What follows belongs to an exercise in optimizing a design on an open flow for a short achievable clock period and few clock cycles; a production flow would make more cautious choices.
Where RTL was checked, it was by simulation tests only, not by an equivalence proof against the original.
No functional check of the RTL was part of runs 1 and 3.
Power figures rest on the tool's default switching activity, not on a simulated workload.

File: run.sh
#!/bin/bash
# synth_recipe.tcl (not shown) runs the flow's synth.tcl, then flattens the netlist and writes it again
# the make line also repeats each setting of config.mk as NAME=value (left out here)
make -C /OpenROAD-flow-scripts/flow DESIGN_CONFIG=/design/flow/config.mk WORK_HOME=/design/flow/orfs CLKGATE_MAP_FILE= SYNTH_SCRIPT=/design/flow/synth_recipe.tcl finish
File: config.mk
export PLATFORM = sky130hd
export DESIGN_NAME = sxp
export DESIGN_NICKNAME = sxp
export VERILOG_FILES = /design/flow/design.v
export SDC_FILE = /design/flow/constraint.sdc
export NUM_CORES = 4
export LEC_CHECK = 0
export ABC_CLOCK_PERIOD_IN_PS = 3000
export CAP_MARGIN = 50
export CORE_MARGIN = 2
export CORE_UTILIZATION = 40
export SETUP_SLACK_MARGIN = 3.5
export SLEW_MARGIN = 75
export TNS_END_PERCENT = 20
File: constraint.sdc
create_clock -name core_clock -period 7.0 [get_ports {clk}]
set_input_delay 1.4000 -clock core_clock [delete_from_list [all_inputs] [get_ports {clk}]]
set_output_delay 1.4000 -clock core_clock [all_outputs]
set_load 0.01 [all_outputs]
File: design.v
`default_nettype none
package sxp_pkg;
  typedef logic [32-1:0] data_t;      
  typedef logic [32-1:0] inst_t;      
  typedef logic [4-1:0]   rf_addr_t;   
  typedef logic [16-1:0]  imm_t;       
  typedef logic [3:0]             cvnz_t;      
  typedef enum logic [1:0] {
    DEST_REG   = 2'b00,
    DEST_JUMP  = 2'b01,
    DEST_STORE = 2'b10,
    DEST_NONE  = 2'b11    
  } dest_cfg_e;
  typedef enum logic [2:0] {
    SRC_RR = 3'b000,   
    SRC_RI = 3'b001,   
    SRC_PR = 3'b010,   
    SRC_PI = 3'b011    
  } src_cfg_e;
  typedef enum logic [2:0] {
    ALU_ADD, ALU_SUB, ALU_AND, ALU_OR, ALU_XOR, ALU_SHL, ALU_SHR, ALU_PASSB
  } alu_op_e;
  typedef enum logic [3:0] {
    WB_RESULT = 4'b0000,
    WB_Z      = 4'b0100,
    WB_N      = 4'b0101,
    WB_V      = 4'b0110,
    WB_C      = 4'b0111
  } wb_cfg_e;
endpackage
`default_nettype wire
`default_nettype none
import sxp_pkg::*;
module sxp_alu
(
  input  wire [7:0]             op1h,    
  input  wire                   res,     
  input  wire [3:0]             flg1h,   
  input  wire sxp_pkg::data_t   a,
  input  wire sxp_pkg::data_t   b,
  input  wire sxp_pkg::data_t   k,
  output sxp_pkg::data_t        v,
  output logic                  eq
);
  localparam int MSB = 32 - 1;
  logic [32:0] sum;
  logic [32:0] diff;
  sxp_pkg::data_t       shl;
  sxp_pkg::data_t       shr;
  sxp_pkg::data_t       y;
  sxp_pkg::data_t       bn;
  sxp_pkg::data_t       ta;
  sxp_pkg::data_t       ts;
  sxp_pkg::data_t       m;
  logic                 z;
  logic                 n;
  logic                 c;
  logic                 ovf;
  assign sum  = {1'b0, a} + {1'b0, b};
  assign diff = {1'b0, a} - {1'b0, b};
  assign shl  = a << b[4:0];
  assign shr  = a >> b[4:0];
  assign y = ({32{op1h[ALU_ADD]}}   & sum[MSB:0])  |
             ({32{op1h[ALU_SUB]}}   & diff[MSB:0]) |
             ({32{op1h[ALU_AND]}}   & (a & b))     |
             ({32{op1h[ALU_OR]}}    & (a | b))     |
             ({32{op1h[ALU_XOR]}}   & (a ^ b))     |
             ({32{op1h[ALU_SHL]}}   & shl)         |
             ({32{op1h[ALU_SHR]}}   & shr)         |
             ({32{op1h[ALU_PASSB]}} & b);
  assign z = (op1h[ALU_ADD]   & ((a ^ b) == {(a[MSB-1:0] | b[MSB-1:0]), 1'b0})) |
             (op1h[ALU_SUB]   & (a == b))                                       |
             (op1h[ALU_AND]   & ((a & b) == '0))                                |
             (op1h[ALU_OR]    & ((a | b) == '0))                                |
             (op1h[ALU_XOR]   & (a == b))                                       |
             (op1h[ALU_SHL]   & (shl == '0))                                    |
             (op1h[ALU_SHR]   & (shr == '0))                                    |
             (op1h[ALU_PASSB] & (b == '0));
  assign n   = y[MSB];
  assign c   = (op1h[ALU_ADD] & sum[32]) | (op1h[ALU_SUB] & ~diff[32]);
  assign ovf = (op1h[ALU_ADD] & (a[MSB] == b[MSB]) & (sum[MSB] != a[MSB])) |
               (op1h[ALU_SUB] & (a[MSB] != b[MSB]) & (diff[MSB] != a[MSB]));
  assign v[MSB:1] = {(32-1){res}} & y[MSB:1];
  assign v[0]     = (res & y[0]) | (flg1h[0] & z) | (flg1h[1] & n) | (flg1h[2] & ovf) |
                    (flg1h[3] & c);
  assign bn = ~b;
  assign ta = (a & b)  | ((a ^ b)  & ~k);
  assign ts = (a & bn) | ((a ^ bn) & ~k);
  assign m  = ({32{op1h[ALU_ADD]}}   & ~(a ^ b ^ k ^ {ta[MSB-1:0], 1'b0}))  |
              ({32{op1h[ALU_SUB]}}   & ~(a ^ bn ^ k ^ {ts[MSB-1:0], 1'b1})) |
              ({32{op1h[ALU_AND]}}   & ~((a & b) ^ k))                      |
              ({32{op1h[ALU_OR]}}    & ~((a | b) ^ k))                      |
              ({32{op1h[ALU_XOR]}}   & ~((a ^ b) ^ k))                      |
              ({32{op1h[ALU_PASSB]}} & ~(b ^ k));
  assign eq = res & (&m);
endmodule
`default_nettype wire
`default_nettype none
import sxp_pkg::*;
module sxp_regf
(
  input  wire                    clk,
  input  wire                    reset_b,
  input  wire sxp_pkg::rf_addr_t addra,
  input  wire sxp_pkg::rf_addr_t addrb,
  input  wire sxp_pkg::rf_addr_t addrc,   
  input  wire                    wec,
  input  wire sxp_pkg::data_t    dc,
  output sxp_pkg::data_t         qra,
  output sxp_pkg::data_t         qrb
);
  sxp_pkg::data_t regs [0:16-1];
  always_ff @(posedge clk or negedge reset_b)
  begin
    if (!reset_b)
    begin
      for (int i = 0; i < 16; i++)
        regs[i] <= '0;
    end
    else if (wec)
      regs[addrc] <= dc;
  end
  assign qra = regs[addra];
  assign qrb = regs[addrb];
endmodule
`default_nettype wire
`default_nettype none
import sxp_pkg::*;
module sxp_fetch
#(
  parameter int N = 8   
)
(
  input  wire                 clk,
  input  wire                 reset_b,
  input  wire                 redir_v,       
  input  wire                 redir_seq,     
  input  wire sxp_pkg::data_t v,
  input  wire sxp_pkg::data_t seq_pc,
  input  wire                 upd,           
  input  wire                 upd_taken,     
  input  wire sxp_pkg::data_t upd_pc,
  input  wire sxp_pkg::data_t upd_tgt,
  input  wire [N-1:0]         upd_hit,       
  input  wire sxp_pkg::inst_t mem_inst,
  output sxp_pkg::data_t      mem_pc,
  output logic                vld_d,
  output sxp_pkg::inst_t      ir_d,
  output sxp_pkg::rf_addr_t   ra_d,          
  output sxp_pkg::rf_addr_t   rb_d,
  output sxp_pkg::data_t      pc_d,
  output sxp_pkg::data_t      pc1_d,
  output sxp_pkg::data_t      predn_d,       
  output logic                ptaken_d,
  output logic [N-1:0]        hit_d
);
  sxp_pkg::data_t pc;
  sxp_pkg::data_t pc1;
  sxp_pkg::data_t predn;
  sxp_pkg::data_t tgt;
  logic [N-1:0]   hit;
  logic [N-1:0]   bv;
  sxp_pkg::data_t btag [0:N-1];
  sxp_pkg::data_t btgt [0:N-1];
  logic [N-1:0]   alloc;    
  logic           redirect;
  assign redirect = redir_v | redir_seq;
  assign pc1 = pc + sxp_pkg::data_t'(1);
  always_comb
  begin
    tgt = '0;
    for (int i = 0; i < N; i++)
    begin
      hit[i] = bv[i] & (btag[i] == pc);
      tgt    = tgt | (hit[i] ? btgt[i] : '0);
    end
  end
  assign predn  = (|hit) ? tgt : pc1;
  assign mem_pc = pc;
  always_ff @(posedge clk or negedge reset_b)
  begin
    if (!reset_b)
    begin
      pc    <= '0;
      vld_d <= 1'b0;
    end
    else
    begin
      pc    <= redir_v ? v : (redir_seq ? seq_pc : predn);
      vld_d <= ~redirect;
    end
  end
  always_ff @(posedge clk)
  begin
    pc_d     <= pc;
    pc1_d    <= pc1;
    predn_d  <= predn;
    ptaken_d <= |hit;
    hit_d    <= hit;
  end
  assign ir_d = mem_inst;
  assign ra_d = mem_inst[27] ? mem_inst[19:16] : mem_inst[15:12];   
  assign rb_d = mem_inst[11:8];
  logic [N-1:0] wsel;
  assign wsel = (|upd_hit) ? upd_hit : alloc;
  always_ff @(posedge clk or negedge reset_b)
  begin
    if (!reset_b)
    begin
      bv    <= '0;
      alloc <= {{(N-1){1'b0}}, 1'b1};
    end
    else if (upd)
    begin
      if (upd_taken)
      begin
        bv <= bv | wsel;
        if (!(|upd_hit))
          alloc <= {alloc[N-2:0], alloc[N-1]};
      end
      else
        bv <= bv & ~upd_hit;
    end
  end
  always_ff @(posedge clk)
  begin
    for (int i = 0; i < N; i++)
      if (upd && upd_taken && wsel[i])
      begin
        btag[i] <= upd_pc;
        btgt[i] <= upd_tgt;
      end
  end
endmodule
`default_nettype wire
`default_nettype none
import sxp_pkg::*;
module sxp_execute
#(
  parameter int N = 8
)
(
  input  wire                    clk,
  input  wire                    reset_b,
  input  wire                    vld_d,
  input  wire sxp_pkg::inst_t    ir_d,
  input  wire sxp_pkg::rf_addr_t ra_d,
  input  wire sxp_pkg::rf_addr_t rb_d,
  input  wire sxp_pkg::data_t    pc_d,
  input  wire sxp_pkg::data_t    pc1_d,
  input  wire sxp_pkg::data_t    predn_d,
  input  wire                    ptaken_d,
  input  wire [N-1:0]            hit_d,
  input  wire sxp_pkg::data_t    qra,
  input  wire sxp_pkg::data_t    qrb,
  output logic                   wec,
  output sxp_pkg::rf_addr_t      addrc,
  output sxp_pkg::data_t         wb_data,
  output logic                   redir_v,
  output logic                   redir_seq,
  output sxp_pkg::data_t         seq_pc,
  output logic                   upd,
  output logic                   upd_taken,
  output sxp_pkg::data_t         upd_pc,
  output sxp_pkg::data_t         upd_tgt,
  output logic [N-1:0]           upd_hit,
  output logic                   spw_we,
  output sxp_pkg::data_t         spw_addr,
  output sxp_pkg::data_t         spw_data
);
  sxp_pkg::dest_cfg_e dest_cfg;
  sxp_pkg::src_cfg_e  src_cfg;
  sxp_pkg::wb_cfg_e   wb_cfg;
  logic               a_pc;
  logic               b_imm;
  logic               fa;
  logic               fb;
  logic               flag_sel;
  logic [7:0]         op1h_d;
  logic [3:0]         flg1h_d;
  logic               vld_e;
  logic               live_e;       
  sxp_pkg::dest_cfg_e dest_e;
  logic [7:0]         op1h_e;
  logic               res_e;
  logic [3:0]         flg1h_e;
  sxp_pkg::rf_addr_t  rd_e;
  logic               cond_e;
  logic               jz_e;
  sxp_pkg::data_t     a_e;
  sxp_pkg::data_t     b_e;
  sxp_pkg::data_t     pc_e;
  sxp_pkg::data_t     pc1_e;
  sxp_pkg::data_t     predn_e;
  logic               ptaken_e;
  logic [N-1:0]       hit_e;
  sxp_pkg::data_t     v;
  logic               eq;
  logic               taken;
  logic               redirect;
  logic               mis_w;
  logic               taken_w;
  sxp_pkg::data_t     v_w;
  sxp_pkg::data_t     pc_w;
  sxp_pkg::data_t     pc1_w;
  logic [N-1:0]       hit_w;
  assign dest_cfg = sxp_pkg::dest_cfg_e'(ir_d[31:30]);
  assign src_cfg  = sxp_pkg::src_cfg_e'(ir_d[29:27]);
  assign wb_cfg   = sxp_pkg::wb_cfg_e'(ir_d[23:20]);
  assign a_pc     = src_cfg[1];
  assign b_imm    = src_cfg[0];
  assign flag_sel = (wb_cfg[3:2] == 2'b01);
  always_comb
  begin
    op1h_d  = '0;
    flg1h_d = '0;
    op1h_d[ir_d[26:24]] = 1'b1;
    if (flag_sel)
      flg1h_d[wb_cfg[1:0]] = 1'b1;
  end
  assign fa = ~a_pc  & wec & (addrc == ra_d);
  assign fb = ~b_imm & wec & (addrc == rb_d);
  always_ff @(posedge clk or negedge reset_b)
  begin
    if (!reset_b)
      vld_e <= 1'b0;
    else
      vld_e <= vld_d & ~redirect;
  end
  always_ff @(posedge clk)
  begin
    live_e   <= ~src_cfg[2];
    dest_e   <= dest_cfg;
    op1h_e   <= op1h_d;
    res_e    <= ~flag_sel;
    flg1h_e  <= flg1h_d;
    rd_e     <= ir_d[19:16];
    cond_e   <= ir_d[0] & ~src_cfg[0];   
    jz_e     <= ir_d[1];
    a_e      <= fa ? v : (a_pc ? pc1_d : qra);
    b_e      <= fb ? v : (b_imm ? sxp_pkg::data_t'(ir_d[15:0]) : qrb);
    pc_e     <= pc_d;
    pc1_e    <= pc1_d;
    predn_e  <= predn_d;
    ptaken_e <= ptaken_d;
    hit_e    <= hit_d;
  end
  sxp_alu i_alu (
    .op1h(op1h_e), .res(res_e), .flg1h(flg1h_e), .a(a_e), .b(b_e), .k(predn_e),
    .v(v), .eq(eq)
  );
  assign taken   = vld_e & live_e & (dest_e == DEST_JUMP) & (~cond_e | (b_e[0] ^ jz_e));
  assign wec     = vld_e & live_e & (dest_e == DEST_REG);
  assign addrc   = rd_e;
  assign wb_data = v;
  assign redir_v   = taken & ~eq;
  assign redir_seq = vld_e & ~taken & ptaken_e;
  assign redirect  = redir_v | redir_seq;
  assign seq_pc    = pc1_e;
  always_ff @(posedge clk)
  begin
    spw_addr <= b_e;
    spw_data <= v;
    taken_w  <= taken;
    v_w      <= v;
    pc_w     <= pc_e;
    pc1_w    <= pc1_e;
    hit_w    <= hit_e;
  end
  always_ff @(posedge clk or negedge reset_b)
  begin
    if (!reset_b)
    begin
      spw_we <= 1'b0;
      mis_w  <= 1'b0;
    end
    else
    begin
      spw_we <= vld_e & live_e & (dest_e == DEST_STORE);
      mis_w  <= redirect;
    end
  end
  assign upd       = mis_w;
  assign upd_taken = taken_w & (v_w != pc1_w);
  assign upd_pc    = pc_w;
  assign upd_tgt   = v_w;
  assign upd_hit   = hit_w;
endmodule
`default_nettype wire
`default_nettype none
import sxp_pkg::*;
module sxp
(
  input  wire                 clk,
  input  wire                 reset_b,
  input  wire sxp_pkg::inst_t mem_inst,   
  output sxp_pkg::data_t      mem_pc,     
  output logic                spw_we,     
  output sxp_pkg::data_t      spw_addr,
  output sxp_pkg::data_t      spw_data
);
  localparam int N = 8;
  logic              vld_d;
  sxp_pkg::inst_t    ir_d;
  sxp_pkg::rf_addr_t ra_d;
  sxp_pkg::rf_addr_t rb_d;
  sxp_pkg::data_t    pc_d;
  sxp_pkg::data_t    pc1_d;
  sxp_pkg::data_t    predn_d;
  logic              ptaken_d;
  logic [N-1:0]      hit_d;
  sxp_pkg::data_t    qra;
  sxp_pkg::data_t    qrb;
  logic              wec;
  sxp_pkg::rf_addr_t addrc;
  sxp_pkg::data_t    wb_data;
  logic              redir_v;
  logic              redir_seq;
  sxp_pkg::data_t    seq_pc;
  logic              upd;
  logic              upd_taken;
  sxp_pkg::data_t    upd_pc;
  sxp_pkg::data_t    upd_tgt;
  logic [N-1:0]      upd_hit;
  sxp_fetch #(.N(N)) i_fetch (
    .clk(clk), .reset_b(reset_b), .redir_v(redir_v), .redir_seq(redir_seq), .v(wb_data),
    .seq_pc(seq_pc), .upd(upd), .upd_taken(upd_taken), .upd_pc(upd_pc), .upd_tgt(upd_tgt),
    .upd_hit(upd_hit), .mem_inst(mem_inst), .mem_pc(mem_pc), .vld_d(vld_d),
    .ir_d(ir_d), .ra_d(ra_d), .rb_d(rb_d), .pc_d(pc_d), .pc1_d(pc1_d),
    .predn_d(predn_d), .ptaken_d(ptaken_d), .hit_d(hit_d)
  );
  sxp_regf i_regf (
    .clk(clk), .reset_b(reset_b), .addra(ra_d), .addrb(rb_d), .addrc(addrc),
    .wec(wec), .dc(wb_data), .qra(qra), .qrb(qrb)
  );
  sxp_execute #(.N(N)) i_execute (
    .clk(clk), .reset_b(reset_b), .vld_d(vld_d), .ir_d(ir_d), .ra_d(ra_d), .rb_d(rb_d),
    .pc_d(pc_d), .pc1_d(pc1_d), .predn_d(predn_d), .ptaken_d(ptaken_d), .hit_d(hit_d),
    .qra(qra), .qrb(qrb), .wec(wec), .addrc(addrc),
    .wb_data(wb_data), .redir_v(redir_v), .redir_seq(redir_seq), .seq_pc(seq_pc),
    .upd(upd),
    .upd_taken(upd_taken), .upd_pc(upd_pc), .upd_tgt(upd_tgt), .upd_hit(upd_hit),
    .spw_we(spw_we), .spw_addr(spw_addr), .spw_data(spw_data)
  );
endmodule
`default_nettype wire
==> impl_metrics.tcl, run 1 <==
set metrics [dict create \
    fp-row-count 155 \
    skew_ps 94.0 \
    post_drt_wl_per_cell_um 34.0 \
    drive_above_1_share_pct 28.1 \
    slew_violations 0 \
    antenna_found_initial 20 \
    grt_pass1_vias 58700 \
    vias 60900 \
    drc 0 \
    synthCells 6452 \
    setup.worst_path.start_class "register" \
    ir_drop_mv 0.275 \
    ys.flop_type "dfrtp_1" \
    cp-end-kind "register" \
    grt_max_degree 48 \
    largest_register_ffs 512 \
    area_growth_pct 26.6 \
    core_um2 179000 \
    die_x_um 428 \
    top_register "i_regf.regs" \
    place_area_um2 81800 \
    cts.reportedPaths.clkPinSlew_ps 60 \
    setup_viol 0 \
    grt_first_pass_wirelength_mm 448 \
    synth_cell_types 103 \
    syn_area_per_cell_um2 11.2 \
    cts_buffers 157 \
    maxSlewHeadroom_pct 69.6 \
    viasPerCell 6.48 \
    cts_root_buffer "clkbuf_16" \
    nNetsFinal 7100 \
    yosys_register_bits 1509 \
    synth_edf_count 512 \
    whs_ps 289 \
    path_class "reg2reg" \
    grt_overflow 0 \
    rsz0062_at_grt "true" \
    async_flop_share_pct 37.4 \
    top_regs "i_regf.regs: 512 flops, i_fetch.btag: 256 flops, i_fetch.btgt: 256 flops" \
    cts-htree-levels 4 \
    period_needed_ps 4150 \
    maxCapViolations 0 \
    cp.required_ps 7670 \
    tns_ps 0 \
    portBuffers 130 \
    grt_usage_pct 33.8 \
    holdBufCountCts 0 \
    cts_num_sinks 1509 \
    worst-path-max-fanout 10 \
    clk_latency_ps 880 \
    period_share_pct 59.3 \
    synth-warning-count 6 \
    io_pins 131 \
    cts_tree "done" \
    status "no timing/DRC/antenna violations" \
    dr.first_iter.drc_count 8871 \
    place_hpwl_mm 222 \
    ys_seq_area_share_pct 53.0 \
    tightest_slew_ps 455 \
    hold_class "reg2reg" \
    p_leak_nw 35.3 \
    cts.path.max_buffers 3 \
    fin_ws_ps 2850 \
    die_area_um2 183000 \
    hold_viol_final 0 \
    gp_congestion 1.02 \
    wl_mm 319 \
    synth_area_um2 72000 \
    drtAntennaViolNets 0 \
    clock.fmax_mhz 241 \
    design_area_um2 91100 \
    drtPass1Iterations 8 \
    fp.dieH_um 428 \
    start_util_pct 40.3 \
    preCtsSetupSlack_ps 2160 \
    pwr_density_cell_nw_per_um2 311 \
    arrival_ps 4830 \
    synth_fp_nets 6653 \
]
worst max-delay path, stage by stage, from the launching register on:
cell      delay, ps
dfxtp_4         360
buf_12          140
buf_16          140
buf_12          130
ha_4            170
buf_6           120
fa_2            350
a21o_1          200
a311oi_2        390
o41a_1          220
o21ai_4         120
a21oi_4         190
buf_4           130
buf_6            90
buf_12          100
o21ai_4          70
xnor2_2         150
nor2_2           70
o41ai_4         320
buf_6           170
clkbuf_8        200
o21ai_2         150
cell type report:
type                       instances  area [um2]
fill                           15500       87500
sequential                      1509       38500
multi-input combinational       4255       35100
timing repair buffer             793        8350
clock buffer                     216        4440
tap                             2355        2950
clock inverter                    79        1000
inverter                         183         802
antenna                           11        27.5
cells in the mapped netlist (65+ instances only):
cell type	count	area, um2
a21oi_1	252	1260
a221oi_1	145	1270
a22o_1	99	867
a22oi_1	440	3300
buf_2	93	465
clkbuf_1	361	1360
dfrtp_1	563	14100
dfxtp_1	433	8670
edfxtp_1	512	15400
fa_1	65	1300
ha_1	102	1280
inv_1	174	653
mux2_2	282	3180
mux4_2	70	1580
nand2_1	603	2260
nand3_1	157	786
nand4_1	130	813
nor2_1	213	800
nor4_1	104	651
o21ai_0	413	2070
xnor2_1	173	1520
xor2_1	283	2480
worst paths after layout:
check / cells past startpoint / endpoint / from / slack [ps]
worst max-delay path: 21 / i_execute.b_e[28] / i_execute.b_e[0] / 2850
worst min-delay path: 0 / i_execute.pc1_e[5] / i_fetch.pc1_d[5] / 290
worst max register to register: 21 / i_execute.b_e[28] / i_execute.b_e[0] / 2850
worst min register to register: 0 / i_execute.pc1_e[5] / i_fetch.pc1_d[5] / 290
max in group asynchronous: 6 / i_regf.regs[13][29] / reset_b / 5160
min in group asynchronous: 1 / i_regf.regs[12][12] / reset_b / 390
logic make-up after synthesis:
| group | Yosys count | share of synthesized area, % |
|---|---|---|
| adders and majority gates | 167 | 3.58 |
| buffers and inverters | 696 | 3.98 |
| AOI/OAI and AO/OA | 1776 | 17.0 |
| muxes | 416 | 7.51 |
| xor gates and xnor gates | 456 | 5.55 |
| and+or+nand+nor | 1432 | 9.38 |
| DFF | 1509 | 53.0 |
power breakdown:
group	leakage [nW]	total, mW	switching [mW]	internal (mW)
registers	16.0	11.8	1.47	10.3
clock network	2.64	8.74	3.82	4.93
logic	16.7	7.79	4.64	3.16
layout by cell type, fill, tap and decap left out, types with 155 or more instances in the layout:
master | synthesis | layout
nand2_1 | 603 | 578
dfrtp_1 | 563 | 542
xor2_1 | 283 | 280
nor2_1 | 213 | 160
clkbuf_16 | 0 | 162
edfxtp_1 | 512 | 512
o21ai_0 | 413 | 340
inv_1 | 174 | 155
a21oi_1 | 252 | 219
a22oi_1 | 440 | 438
mux2_2 | 282 | 265
xnor2_1 | 173 | 158
dfxtp_1 | 433 | 293
buf_4 | 16 | 302
routing by layer:
layer / GRT usage [%] / part of all wire [%]
met3: 8.72 / 11
met1: 44.7 / 39
met4: 18.1 / 6.8
met2: 50.7 / 43
met5: 0 / 0.051
stage by stage:
stage / util [%] / cells / power (mW)
2_1_floorplan: - / 6452 / 14.8
3_3_place_gp: 42.6 / 8609 / 17.8
3_5_place_dp: 45.8 / 8877 / 18.6
4_1_cts: 50.0 / 9292 / 27.8
5_1_grt: 51.0 / 9390 / 29.1
6_report: 51.0 / 9401 / 28.3
what timing repair did:
item	CTS	global route
endpoints found under the hold margin	0	0
resized for setup	239	141
gates cloned	14	11
setup endpoints to repair	576	536
buffers inserted	106	69
pin swaps	49	27
==> inputs of run 2 (changes only) <==
--- a/design.v
+++ b/design.v
@@ -38,6 +38,8 @@
   input  wire [3:0]             flg1h,   
   input  wire sxp_pkg::data_t   a,
   input  wire sxp_pkg::data_t   b,
+  input  wire [4:0]             shl_n,   
+  input  wire [4:0]             shr_n,
   input  wire sxp_pkg::data_t   k,
   output sxp_pkg::data_t        v,
   output logic                  eq
@@ -58,8 +60,8 @@
   logic                 ovf;
   assign sum  = {1'b0, a} + {1'b0, b};
   assign diff = {1'b0, a} - {1'b0, b};
-  assign shl  = a << b[4:0];
-  assign shr  = a >> b[4:0];
+  assign shl  = a << shl_n;
+  assign shr  = a >> shr_n;
   assign y = ({32{op1h[ALU_ADD]}}   & sum[MSB:0])  |
              ({32{op1h[ALU_SUB]}}   & diff[MSB:0]) |
              ({32{op1h[ALU_AND]}}   & (a & b))     |
@@ -289,6 +291,8 @@
   logic               jz_e;
   sxp_pkg::data_t     a_e;
   sxp_pkg::data_t     b_e;
+  logic [4:0]         shl_e;        
+  logic [4:0]         shr_e;
   sxp_pkg::data_t     pc_e;
   sxp_pkg::data_t     pc1_e;
   sxp_pkg::data_t     predn_e;
@@ -339,6 +343,9 @@
     jz_e     <= ir_d[1];
     a_e      <= fa ? v : (a_pc ? pc1_d : qra);
     b_e      <= fb ? v : (b_imm ? sxp_pkg::data_t'(ir_d[15:0]) : qrb);
+    shl_e    <= b_imm ? ir_d[4:0] : (fb ? v[4:0] : qrb[4:0]);
+    shr_e    <= ({5{fb}} & v[4:0]) | ({5{~fb & b_imm}} & ir_d[4:0]) |
+                ({5{~fb & ~b_imm}} & qrb[4:0]);
     pc_e     <= pc_d;
     pc1_e    <= pc1_d;
     predn_e  <= predn_d;
@@ -346,7 +353,8 @@
     hit_e    <= hit_d;
   end
   sxp_alu i_alu (
-    .op1h(op1h_e), .res(res_e), .flg1h(flg1h_e), .a(a_e), .b(b_e), .k(predn_e),
+    .op1h(op1h_e), .res(res_e), .flg1h(flg1h_e), .a(a_e), .b(b_e), .shl_n(shl_e),
+    .shr_n(shr_e), .k(predn_e),
     .v(v), .eq(eq)
   );
   assign taken   = vld_e & live_e & (dest_e == DEST_JUMP) & (~cond_e | (b_e[0] ^ jz_e));
==> config.mk (replaced) <==
export PLATFORM = sky130hd
export DESIGN_NAME = sxp
export DESIGN_NICKNAME = sxp
export VERILOG_FILES = /design/flow/design.v
export SDC_FILE = /design/flow/constraint.sdc
export NUM_CORES = 4
export LEC_CHECK = 0
export ABC_CLOCK_PERIOD_IN_PS = 1500
export CAP_MARGIN = 50
export CORE_MARGIN = 2
export CORE_UTILIZATION = 40
export SETUP_SLACK_MARGIN = 3.8
export SLEW_MARGIN = 75
export TNS_END_PERCENT = 20
==> run 2 against run 1 <==
  * Highest routed layer unchanged
  * Die area increased by 0.37%
  * Sequential share of layout area shrank 1.3 points
  * Count of clock-buffer cells in the layout grew 12
  * Combinational power increased by 9.6%
==> impl_metrics.tcl, run 2 <==
set metrics [dict create \
    crit_slowest_cell "a221o_1" \
    status "no timing/DRC/antenna violations" \
    area_growth_pct 30.6 \
    dp.cells 8961 \
    grt_overflow 0 \
    vias 62800 \
    synth_area_leader_cell "edfxtp_1" \
    cp-end-kind "register" \
    synth-warning-count 6 \
    skew_ps 52.2 \
    synthTopCellsByArea "edfxtp_1 (21%), dfrtp_1 (20%), dfxtp_1 (12%)" \
    io_pins 131 \
    ys.flop_type "dfrtp_1" \
    worst-path-max-fanout 6 \
    slew_violations 0 \
    hold_class "reg2reg" \
    maxCapViolations 0 \
    cp.required_ps 7700 \
    maxSlewHeadroom_pct 65.7 \
    ys_seq_area_share_pct 53.1 \
    grt_usage_pct 34.9 \
    arrival_ps 4560 \
    synth_edf_count 512 \
    nNetsFinal 7315 \
    grt_pass1_vias 60100 \
    setup.worst_path.start_class "register" \
    drive_above_1_share_pct 30.2 \
    gp_congestion 1.03 \
    cts-htree-levels 4 \
    synth_compound_area_share_pct 17.6 \
    tightest_slew_ps 510 \
    grt_max_degree 53 \
    cts.reportedPaths.clkPinSlew_ps 80 \
    p_leak_nw 36.4 \
    largest_register_ffs 512 \
    rsz0062_at_grt "true" \
    synth_fp_nets 6729 \
    cts_tree "done" \
    clk_latency_ps 860 \
    synth_mux_area_share_pct 6.58 \
    top_register "i_regf.regs" \
    synth_top_family_by_area "compound AO/OA/AOI/OAI gates" \
    cp_cell_sequence "inv_1, ha_4, inv_1, a221o_1, a221o_1, a22oi_4, o211ai_2, mux2_4, a211o_4, a2bb2oi_4, buf_6, buf_6, a21oi_4, a211o_1" \
    instances_no_fill 9608 \
    clock.fmax_mhz 259 \
    cts.path.max_buffers 3 \
    synth-simple-area-share_pct 9.55 \
    ir_drop_mv 0.227 \
    yosys.area_share.adder_pct 3.51 \
    top_regs "i_regf.regs: 512 flops, i_fetch.btag: 256 flops, i_fetch.btgt: 256 flops" \
    viasPerCell 6.54 \
    dr.first_iter.drc_count 8873 \
    cpPeakStageDelay_ps 410 \
    cts_num_sinks 1519 \
    drc 0 \
    tns_ps 0 \
    portBuffers 130 \
    final_common_cell "nand2_1" \
    syn_area_per_cell_um2 11.1 \
    synth_top_area_share_pct 21.3 \
    wl_mm 333 \
    synth_cell_types 99 \
    drtAntennaViolNets 0 \
    place_hpwl_mm 227 \
    synth_xor_area_share_pct 5.60 \
    pwr_density_cell_nw_per_um2 306 \
    core_um2 179000 \
    antenna_found_initial 18 \
    cts_buffers 156 \
    synthCells 6531 \
    yosys_register_bits 1519 \
    period_needed_ps 3850 \
    post_drt_wl_per_cell_um 34.6 \
    period_share_pct 55.1 \
    final_cell_mix "nand2_1 (561), dfrtp_1 (537), edfxtp_1 (512)" \
    start_util_pct 40.4 \
    die_area_um2 184000 \
    async_flop_share_pct 37.1 \
    synth_area_um2 72200 \
    yosysMostFrequentCell "nand2_1" \
    drtPass1Iterations 7 \
    holdBufCountCts 0 \
    cts_root_buffer "clkbuf_16" \
    grt_first_pass_wirelength_mm 462 \
    path_class "reg2reg" \
    setup_viol 0 \
    synth_common_cells "nand2_1 (597), dfrtp_1 (563), edfxtp_1 (512)" \
    hold_viol_final 0 \
    fp-row-count 155 \
    fp.dieH_um 429 \
    die_x_um 429 \
]
==> run 2: cell count changes after synthesis, moves of 14 or more <==
cell | before | now
inv_1 | 174 | 189
mux2_2 | 282 | 228
nand3_1 | 157 | 137
nand4_1 | 130 | 161
o21a_1 | 6 | 36
o21ai_0 | 413 | 499
o21ai_1 | 27 | 2
o221a_2 | 17 | 31
o31ai_1 | 33 | 10
xnor2_1 | 173 | 193
xor2_1 | 283 | 269
==> run 2: per-layer routing <==
| metal | vias up | global-route usage [%] | share of wire [%] |
|---|---|---|---|
| li1 | 25600 | - | - |
| met1 | 31300 | 44.9 | 37 |
| met2 | 4657 | 52.2 | 43 |
| met3 | 1282 | 9.88 | 12 |
| met4 | 18 | 20.8 | 7.6 |
| met5 | - | 0 | 0.035 |
==> run 2: cell families (layout without fill, tap and decap cells) <==
kind of cell,Yosys count,after routing
compound gates,1852,1852
other cells,0,5
buf+inv,719,1424
xor+xnor,462,462
flops,1519,1519
simple gates,1456,1468
mux,359,359
fa+ha+maj,164,164
==> run 2: critical path, delay by kind of cell, from the launching register on <==
kind	cells	cell delay [ps]
AO/OA/AOI/OAI	8	2140
buffers and inverters	4	510
flip-flops	1	370
adder cells (fa/ha/maj)	1	330
multiplexers	1	330
==> run 2: final timing paths <==
path | startpoint | endpoint | slack [ps] | cells after the start
setup / recovery | i_execute.b_e[11] | i_execute.shl_e[0] | 3150 | 14
hold / removal | i_execute.pc_e[8] | i_execute.pc_w[8] | 320 | 0
setup reg to reg | i_execute.b_e[11] | i_execute.shl_e[0] | 3150 | 14
hold reg to reg | i_execute.pc_e[8] | i_execute.pc_w[8] | 320 | 0
max in group asynchronous | reset_b | i_regf.regs[1][5] | 4980 | 7
min in group asynchronous | reset_b | i_regf.regs[8][29] | 390 | 1
==> run 2: cell type report <==
type                            instances  area (um2)
Tap cell                             2355        2950
Multi-Input combinational cell       4305       35900
Clock buffer                          228        4610
Sequential cell                      1519       38700
Inverter                              196         856
Antenna cell                            5        12.5
Clock inverter                         61         795
Fill cell                           15100       84600
Timing Repair Buffer                  939       10600
==> run 2: what timing repair did <==
action	4_1_cts	5_1_grt
pin swaps	136	89
gates cloned	20	12
setup buffers	218	73
setup endpoints to repair	656	620
gates resized for setup	485	197
==> run 2: per-stage QoR <==
step                      power [mW]  setup WS [ps]  hold WS [ps]  instance area, um2  util [%]
after floorplan                 14.8           3480           310               72600         -
after global placement          17.8           1330           310               76700      42.8
after detailed placement        18.5           2270           312               82500      46.1
after CTS                       28.1           3190           319               92200      51.5
after global routing            29.6           3130           323               94400      52.7
final                           28.9           3150           316               94400      52.7
==> run 2: report_power, final <==
group	switching, mW	leakage (nW)	internal (mW)
Clock	3.77	2.64	4.97
Sequential	1.31	16.1	10.3
Combinational	5.05	17.6	3.50
Testbench counts of run 2, summed over its fixed seeds: cycles 22,220.
==> inputs of run 3 (changes only) <==
--- a/design.v
+++ b/design.v
@@ -45,8 +45,20 @@
   output logic                  eq
 );
   localparam int MSB = 32 - 1;
-  logic [32:0] sum;
-  logic [32:0] diff;
+  sxp_pkg::data_t       pa;      
+  sxp_pkg::data_t       ga;
+  logic [32:0] ca;
+  sxp_pkg::data_t       ps;      
+  sxp_pkg::data_t       gs;
+  logic [32:0] cs;
+  sxp_pkg::data_t       sum;
+  sxp_pkg::data_t       diff;
+  logic                 y31_rest;
+  logic                 v0_rest;
+  logic                 fa0;
+  logic                 fa1;
+  logic                 fs0;
+  logic                 fs1;
   sxp_pkg::data_t       shl;
   sxp_pkg::data_t       shr;
   sxp_pkg::data_t       y;
@@ -55,21 +67,31 @@
   sxp_pkg::data_t       ts;
   sxp_pkg::data_t       m;
   logic                 z;
-  logic                 n;
-  logic                 c;
-  logic                 ovf;
-  assign sum  = {1'b0, a} + {1'b0, b};
-  assign diff = {1'b0, a} - {1'b0, b};
+  assign bn = ~b;
+  assign pa = a ^ b;
+  assign ga = a & b;
+  assign ps = a ^ bn;
+  assign gs = a & bn;
+  sxp_carry i_ca (.p(pa), .g(ga), .cin(1'b0), .c(ca));
+  sxp_carry i_cs (.p(ps), .g(gs), .cin(1'b1), .c(cs));
+  assign sum  = pa ^ ca[MSB:0];
+  assign diff = ps ^ cs[MSB:0];
   assign shl  = a << shl_n;
   assign shr  = a >> shr_n;
-  assign y = ({32{op1h[ALU_ADD]}}   & sum[MSB:0])  |
-             ({32{op1h[ALU_SUB]}}   & diff[MSB:0]) |
-             ({32{op1h[ALU_AND]}}   & (a & b))     |
-             ({32{op1h[ALU_OR]}}    & (a | b))     |
-             ({32{op1h[ALU_XOR]}}   & (a ^ b))     |
-             ({32{op1h[ALU_SHL]}}   & shl)         |
-             ({32{op1h[ALU_SHR]}}   & shr)         |
-             ({32{op1h[ALU_PASSB]}} & b);
+  assign y[MSB-1:0] = ({(32-1){op1h[ALU_ADD]}}   & sum[MSB-1:0])  |
+                      ({(32-1){op1h[ALU_SUB]}}   & diff[MSB-1:0]) |
+                      ({(32-1){op1h[ALU_AND]}}   & ga[MSB-1:0])   |
+                      ({(32-1){op1h[ALU_OR]}}    & (a[MSB-1:0] | b[MSB-1:0])) |
+                      ({(32-1){op1h[ALU_XOR]}}   & pa[MSB-1:0])   |
+                      ({(32-1){op1h[ALU_SHL]}}   & shl[MSB-1:0])  |
+                      ({(32-1){op1h[ALU_SHR]}}   & shr[MSB-1:0])  |
+                      ({(32-1){op1h[ALU_PASSB]}} & b[MSB-1:0]);
+  assign y31_rest = (op1h[ALU_AND] & ga[MSB]) | (op1h[ALU_OR] & (a[MSB] | b[MSB])) |
+                    (op1h[ALU_XOR] & pa[MSB]) | (op1h[ALU_SHL] & shl[MSB]) |
+                    (op1h[ALU_SHR] & shr[MSB]) | (op1h[ALU_PASSB] & b[MSB]);
+  assign y[MSB] = y31_rest |
+                  (op1h[ALU_ADD] & (ca[MSB] ? ~pa[MSB] : pa[MSB])) |
+                  (op1h[ALU_SUB] & (cs[MSB] ? ~ps[MSB] : ps[MSB]));
   assign z = (op1h[ALU_ADD]   & ((a ^ b) == {(a[MSB-1:0] | b[MSB-1:0]), 1'b0})) |
              (op1h[ALU_SUB]   & (a == b))                                       |
              (op1h[ALU_AND]   & ((a & b) == '0))                                |
@@ -78,14 +100,16 @@
              (op1h[ALU_SHL]   & (shl == '0))                                    |
              (op1h[ALU_SHR]   & (shr == '0))                                    |
              (op1h[ALU_PASSB] & (b == '0));
-  assign n   = y[MSB];
-  assign c   = (op1h[ALU_ADD] & sum[32]) | (op1h[ALU_SUB] & ~diff[32]);
-  assign ovf = (op1h[ALU_ADD] & (a[MSB] == b[MSB]) & (sum[MSB] != a[MSB])) |
-               (op1h[ALU_SUB] & (a[MSB] != b[MSB]) & (diff[MSB] != a[MSB]));
+  assign fa0 = (flg1h[1] & pa[MSB]) | (flg1h[3] & ga[MSB]) | (flg1h[2] & ga[MSB]);
+  assign fa1 = (flg1h[1] & ~pa[MSB]) | (flg1h[3] & (ga[MSB] | pa[MSB])) |
+               (flg1h[2] & ~(ga[MSB] | pa[MSB]));
+  assign fs0 = (flg1h[1] & ps[MSB]) | (flg1h[3] & gs[MSB]) | (flg1h[2] & gs[MSB]);
+  assign fs1 = (flg1h[1] & ~ps[MSB]) | (flg1h[3] & (gs[MSB] | ps[MSB])) |
+               (flg1h[2] & ~(gs[MSB] | ps[MSB]));
+  assign v0_rest = (res & y[0]) | (flg1h[0] & z) | (flg1h[1] & y31_rest);
   assign v[MSB:1] = {(32-1){res}} & y[MSB:1];
-  assign v[0]     = (res & y[0]) | (flg1h[0] & z) | (flg1h[1] & n) | (flg1h[2] & ovf) |
-                    (flg1h[3] & c);
-  assign bn = ~b;
+  assign v[0]     = v0_rest | (op1h[ALU_ADD] & (ca[MSB] ? fa1 : fa0)) |
+                    (op1h[ALU_SUB] & (cs[MSB] ? fs1 : fs0));
   assign ta = (a & b)  | ((a ^ b)  & ~k);
   assign ts = (a & bn) | ((a ^ bn) & ~k);
   assign m  = ({32{op1h[ALU_ADD]}}   & ~(a ^ b ^ k ^ {ta[MSB-1:0], 1'b0}))  |
@@ -98,6 +122,39 @@
 endmodule
 `default_nettype wire
 `default_nettype none
+module sxp_carry
+(
+  input  wire [32-1:0] p,
+  input  wire [32-1:0] g,
+  input  wire                   cin,
+  output logic [32:0]  c
+);
+  localparam int W = 32;
+  localparam int L = $clog2(W);
+  logic [W-1:0] gg [0:L];
+  logic [W-1:0] pp [0:L];
+  always_comb
+  begin
+    gg[0]    = g;
+    pp[0]    = p;
+    gg[0][0] = g[0] | (p[0] & cin);
+    for (int l = 0; l < L; l++)
+      for (int i = 0; i < W; i++)
+        if (i >= (1 << l))
+        begin
+          gg[l+1][i] = gg[l][i] | (pp[l][i] & gg[l][i-(1<<l)]);
+          pp[l+1][i] = pp[l][i] & pp[l][i-(1<<l)];
+        end
+        else
+        begin
+          gg[l+1][i] = gg[l][i];
+          pp[l+1][i] = pp[l][i];
+        end
+  end
+  assign c = {gg[L], cin};
+endmodule
+`default_nettype wire
+`default_nettype none
 import sxp_pkg::*;
 module sxp_regf
 (
@@ -157,6 +214,7 @@
   output logic [N-1:0]        hit_d
 );
   sxp_pkg::data_t pc;
+  sxp_pkg::data_t pc_o;
   sxp_pkg::data_t pc1;
   sxp_pkg::data_t predn;
   sxp_pkg::data_t tgt;
@@ -178,17 +236,20 @@
     end
   end
   assign predn  = (|hit) ? tgt : pc1;
-  assign mem_pc = pc;
+  assign mem_pc = pc_o;
   always_ff @(posedge clk or negedge reset_b)
   begin
     if (!reset_b)
     begin
       pc    <= '0;
+      pc_o  <= '0;
       vld_d <= 1'b0;
     end
     else
     begin
       pc    <= redir_v ? v : (redir_seq ? seq_pc : predn);
+      pc_o  <= ({32{redir_v}} & v) | ({32{~redir_v & redir_seq}} & seq_pc) |
+               ({32{~redir_v & ~redir_seq}} & predn);
       vld_d <= ~redirect;
     end
   end
@@ -203,7 +264,11 @@
   assign ir_d = mem_inst;
   assign ra_d = mem_inst[27] ? mem_inst[19:16] : mem_inst[15:12];   
   assign rb_d = mem_inst[11:8];
-  logic [N-1:0] wsel;
+  logic [N-1:0]   wsel;
+  logic [N-1:0]   wr_2;     
+  logic [N-1:0]   clr_2;    
+  sxp_pkg::data_t upd_pc_2;
+  sxp_pkg::data_t upd_tgt_2;
   assign wsel = (|upd_hit) ? upd_hit : alloc;
   always_ff @(posedge clk or negedge reset_b)
   begin
@@ -211,26 +276,27 @@
     begin
       bv    <= '0;
       alloc <= {{(N-1){1'b0}}, 1'b1};
+      wr_2  <= '0;
+      clr_2 <= '0;
     end
-    else if (upd)
+    else
     begin
-      if (upd_taken)
-      begin
-        bv <= bv | wsel;
-        if (!(|upd_hit))
-          alloc <= {alloc[N-2:0], alloc[N-1]};
-      end
-      else
-        bv <= bv & ~upd_hit;
+      wr_2  <= (upd && upd_taken) ? wsel : '0;
+      clr_2 <= (upd && !upd_taken) ? upd_hit : '0;
+      if (upd && upd_taken && !(|upd_hit))
+        alloc <= {alloc[N-2:0], alloc[N-1]};
+      bv    <= (bv | wr_2) & ~clr_2;
     end
   end
   always_ff @(posedge clk)
   begin
+    upd_pc_2  <= upd_pc;
+    upd_tgt_2 <= upd_tgt;
     for (int i = 0; i < N; i++)
-      if (upd && upd_taken && wsel[i])
+      if (wr_2[i])
       begin
-        btag[i] <= upd_pc;
-        btgt[i] <= upd_tgt;
+        btag[i] <= upd_pc_2;
+        btgt[i] <= upd_tgt_2;
       end
   end
 endmodule
==> run 3 against run 2 <==
  * Still clean on timing, DRC and antenna
  * Area after synthesis is 3.0% higher
  * Flip-flop and latch count is 112 higher
  * Combinational power decreased by 17%
  * Worst hold slack worse by 32 ps
  * Critical path depth up 2
  * Via count up 3.0%
  * Final cell count increased by 3.6%
  * Sequential power rose by 5%
  * Synthesized cell count is 2.7% higher
  * First-iteration DRC count up 2.3%
  * Die area rose by 3.0%
  * Critical path type unchanged
==> impl_metrics.tcl, run 3 <==
set metrics [dict create \
    gp_congestion 1.08 \
    top_regs "i_regf.regs: 512 flops, i_fetch.btag: 256 flops, i_fetch.btgt: 256 flops" \
    clk_latency_ps 890 \
    synthCells 6710 \
    maxSlewHeadroom_pct 70.8 \
    ir_drop_mv 0.259 \
    final_core_util_pct 52.8 \
    start_util_pct 40.2 \
    vias 64700 \
    design_area_um2 97800 \
    wl_mm 344 \
    area_growth_pct 31.5 \
    final-seq-area_um2 41200 \
    skew_ps 80.4 \
    place_hpwl_mm 240 \
    nNetsFinal 7536 \
    largest_register_ffs 512 \
    die_x_um 435 \
    cts_buffers 169 \
    grt_max_degree 50 \
    arrival_ps 4660 \
    seqPwrFrac_pct 42.0 \
    reg2regPathDepth 16 \
    cts_num_sinks 1631 \
    synth_common_cells "nand2_1 (670), dfrtp_1 (611), o21ai_0 (538)" \
    synth_fp_nets 6925 \
    tightest_slew_ps 437 \
    status "no timing/DRC/antenna violations" \
    pwr_density_cell_nw_per_um2 296 \
    place_area_um2 85700 \
    antenna_found_initial 8 \
    dp.cells 9298 \
    p_int_mw 19.4 \
    top_register "i_regf.regs" \
    die_area_um2 190000 \
    hold_viol_final 0 \
    slew_violations 0 \
    io_pins 131 \
    post_drt_wl_per_cell_um 34.6 \
    drtAntennaViolNets 0 \
    period_needed_ps 3940 \
    syn_area_per_cell_um2 11.1 \
    drc 0 \
    tns_ps 0 \
    worst-path-max-fanout 11 \
    maxCapViolations 0 \
    preCtsSetupSlack_ps 1790 \
    pwr-share-comb_pct 24.4 \
    yosysMostFrequentCell "nand2_1" \
    period_share_pct 56.2 \
    hold_class "reg2reg" \
    synth_edf_count 512 \
    grt_usage_pct 35.2 \
    final_common_cell "nand2_1" \
    async_flop_share_pct 37.5 \
    drive_above_1_share_pct 28.2 \
    rsz0062_at_grt "true" \
    fp.dieH_um 435 \
    instances_no_fill 9951 \
    holdBufCountCts 0 \
    synth_top_area_share_pct 20.7 \
    grt_pass1_vias 61700 \
    whs_ps 284 \
    cts.reportedPaths.clkPinSlew_ps 70 \
    clock.fmax_mhz 254 \
    portBuffers 130 \
    cts_tree "done" \
    grt_first_pass_wirelength_mm 479 \
    synthTopCellsByArea "edfxtp_1 (21%), dfrtp_1 (21%), dfxtp_1 (14%)" \
    setup.worst_path.start_class "register" \
    final_cell_mix "nand2_1 (642), dfrtp_1 (584), edfxtp_1 (512)" \
    multi_input_area_um2 35900 \
    p_leak_nw 37.4 \
    core_um2 185000 \
    synth_area_leader_cell "edfxtp_1" \
    ys.flop_type "dfrtp_1" \
    dr.first_iter.drc_count 9075 \
    p_sw_mw 9.61 \
    setup_viol 0 \
    clkPwrFrac_pct 33.6 \
    cts_root_buffer "clkbuf_16" \
    p_total_mw 29.0 \
    synth-warning-count 9 \
    hold_depth 0 \
    fillers 15700 \
    synth_area_um2 74400 \
    viasPerCell 6.50 \
    yosys_register_bits 1631 \
    cp-end-kind "register" \
    ys_seq_area_share_pct 54.9 \
    grt_overflow 0 \
    cts-htree-levels 4 \
    drtPass1Iterations 8 \
    path_class "reg2reg" \
    fin_ws_ps 3060 \
    synth_cell_types 92 \
    swShare_pct 33.2 \
    cts.path.max_buffers 3 \
    fp-row-count 158 \
    cp.required_ps 7720 \
]
run 3: cell count changes after synthesis, moves of 30 or more:
cell     before  now
xnor2_1     193  320
mux2_2      228  102
xor2_1      269  148
o31ai_1      10   99
nand2_1     597  670
dfxtp_1     443  507
a221o_1      15   66
dfrtp_1     563  611
a21oi_1     246  205
o21ai_0     499  538
nor4_1      103   73
run 3: cell type report:
cell class / count / share of cell area, %
inverters: 189 / 0.876
diodes: 6 / 0.0153
repair buffers: 944 / 11.0
well taps: 2480 / 3.17
flip-flops and latches: 1631 / 42.1
clock inverters: 75 / 1.16
multi-input cells: 4386 / 36.6
clock buffers: 240 / 5.10
run 3: power groups by stage:
| stage | registers (mW) | clock network [mW] | logic, mW |
|---|---|---|---|
| finish | 12.2 | 9.73 | 7.07 |
| global route | 12.2 | 10.2 | 7.29 |
| CTS | 12.1 | 9.81 | 6.28 |
| detailed placement | 12.3 | 0 | 5.60 |
| global placement | 12.3 | 0 | 5.08 |
| floorplan | 11.5 | 0 | 3.17 |
run 3: critical path, cell delays in order (launching register included):
cell and delay [ps]:
dfxtp_2 440, buf_4 320, ha_1 240, nor2b_2 280
a211oi_2 100, or3_1 380, o211a_1 200, o221ai_2 220
buf_4 180, a21oi_2 70, o211a_1 260, nor4_4 260
o211ai_4 140, buf_8 180, buf_6 130, buf_16 120
mux2_2 250
run 3: logic make-up after synthesis:
group	Yosys count	synth area share, %
flops	1631	54.9
buf+inv	701	3.72
fa+ha+maj	181	3.69
compound gates	1999	18.6
mux	225	4.13
simple gates	1505	9.44
xor+xnor	468	5.51
run 3: repair_timing:
action                                  in CTS  in global routing
hold endpoints to repair                     0                  0
gates resized for setup                    411                279
cloned                                      20                 13
buffers inserted                           169                117
endpoints found under the setup margin     755                731
pin swaps                                  134                126
run 3: final timing paths:
path / startpoint / end / slack (ps)
max in group asynchronous: reset_b / i_fetch.alloc[0] / 4910
min: i_execute.pc_e[20] / i_execute.pc_w[20] / 280
min reg2reg: i_execute.pc_e[20] / i_execute.pc_w[20] / 280
max reg2reg: i_execute.a_e[11] / i_regf.regs[3][0] / 3060
min in group asynchronous: reset_b / i_regf.regs[15][0] / 380
max: i_execute.a_e[11] / i_regf.regs[3][0] / 3060
run 3: routing by layer:
metal	global-route usage, %	wire (um)
met5	0	27
met4	24.5	30600
met3	9.15	38700
met2	52.9	149000
met1	44.2	126000

==> afterwards: timing with drivers on the ports <==
The results above use ideal ports. As a check the final layouts listed here were re-extracted and re-timed, cells and wires unchanged.
Step 1: set_driving_cell puts a clkbuf_16 on clk and a buf_2 on each other input, an assumption about the parent block.
Step 2, shift: input delay + t, output delay - t, t = (earliest + latest rising clock arrival at the registers) / 2. This alone moves slack from input paths to output paths.
a / b / c = no drivers / after step 1 / after step 2; a / b = the first two.
| run | t (ns) | setup slack, ns | worst setup path after step 2 | worst register clock-pin slew, ns | worst slew at a driven data input, ns |
|---|---|---|---|---|---|
| run 1 | 0.925 | 2.846 / 2.846 / 2.280 | input to register | 0.08 / 0.08 | 0.07 |
| run 2 | 0.915 | 3.146 / 3.146 / 2.631 | input to register | 0.08 / 0.08 | 0.21 |
| run 3 | 0.931 | 3.063 / 3.063 / 2.536 | input to register | 0.08 / 0.08 | 0.10 |
After both steps setup and hold are still met in every run listed. For run 1, which loses most, drivers alone change the setup slack by 0.000 ns; drivers and shift together by -0.566 ns.
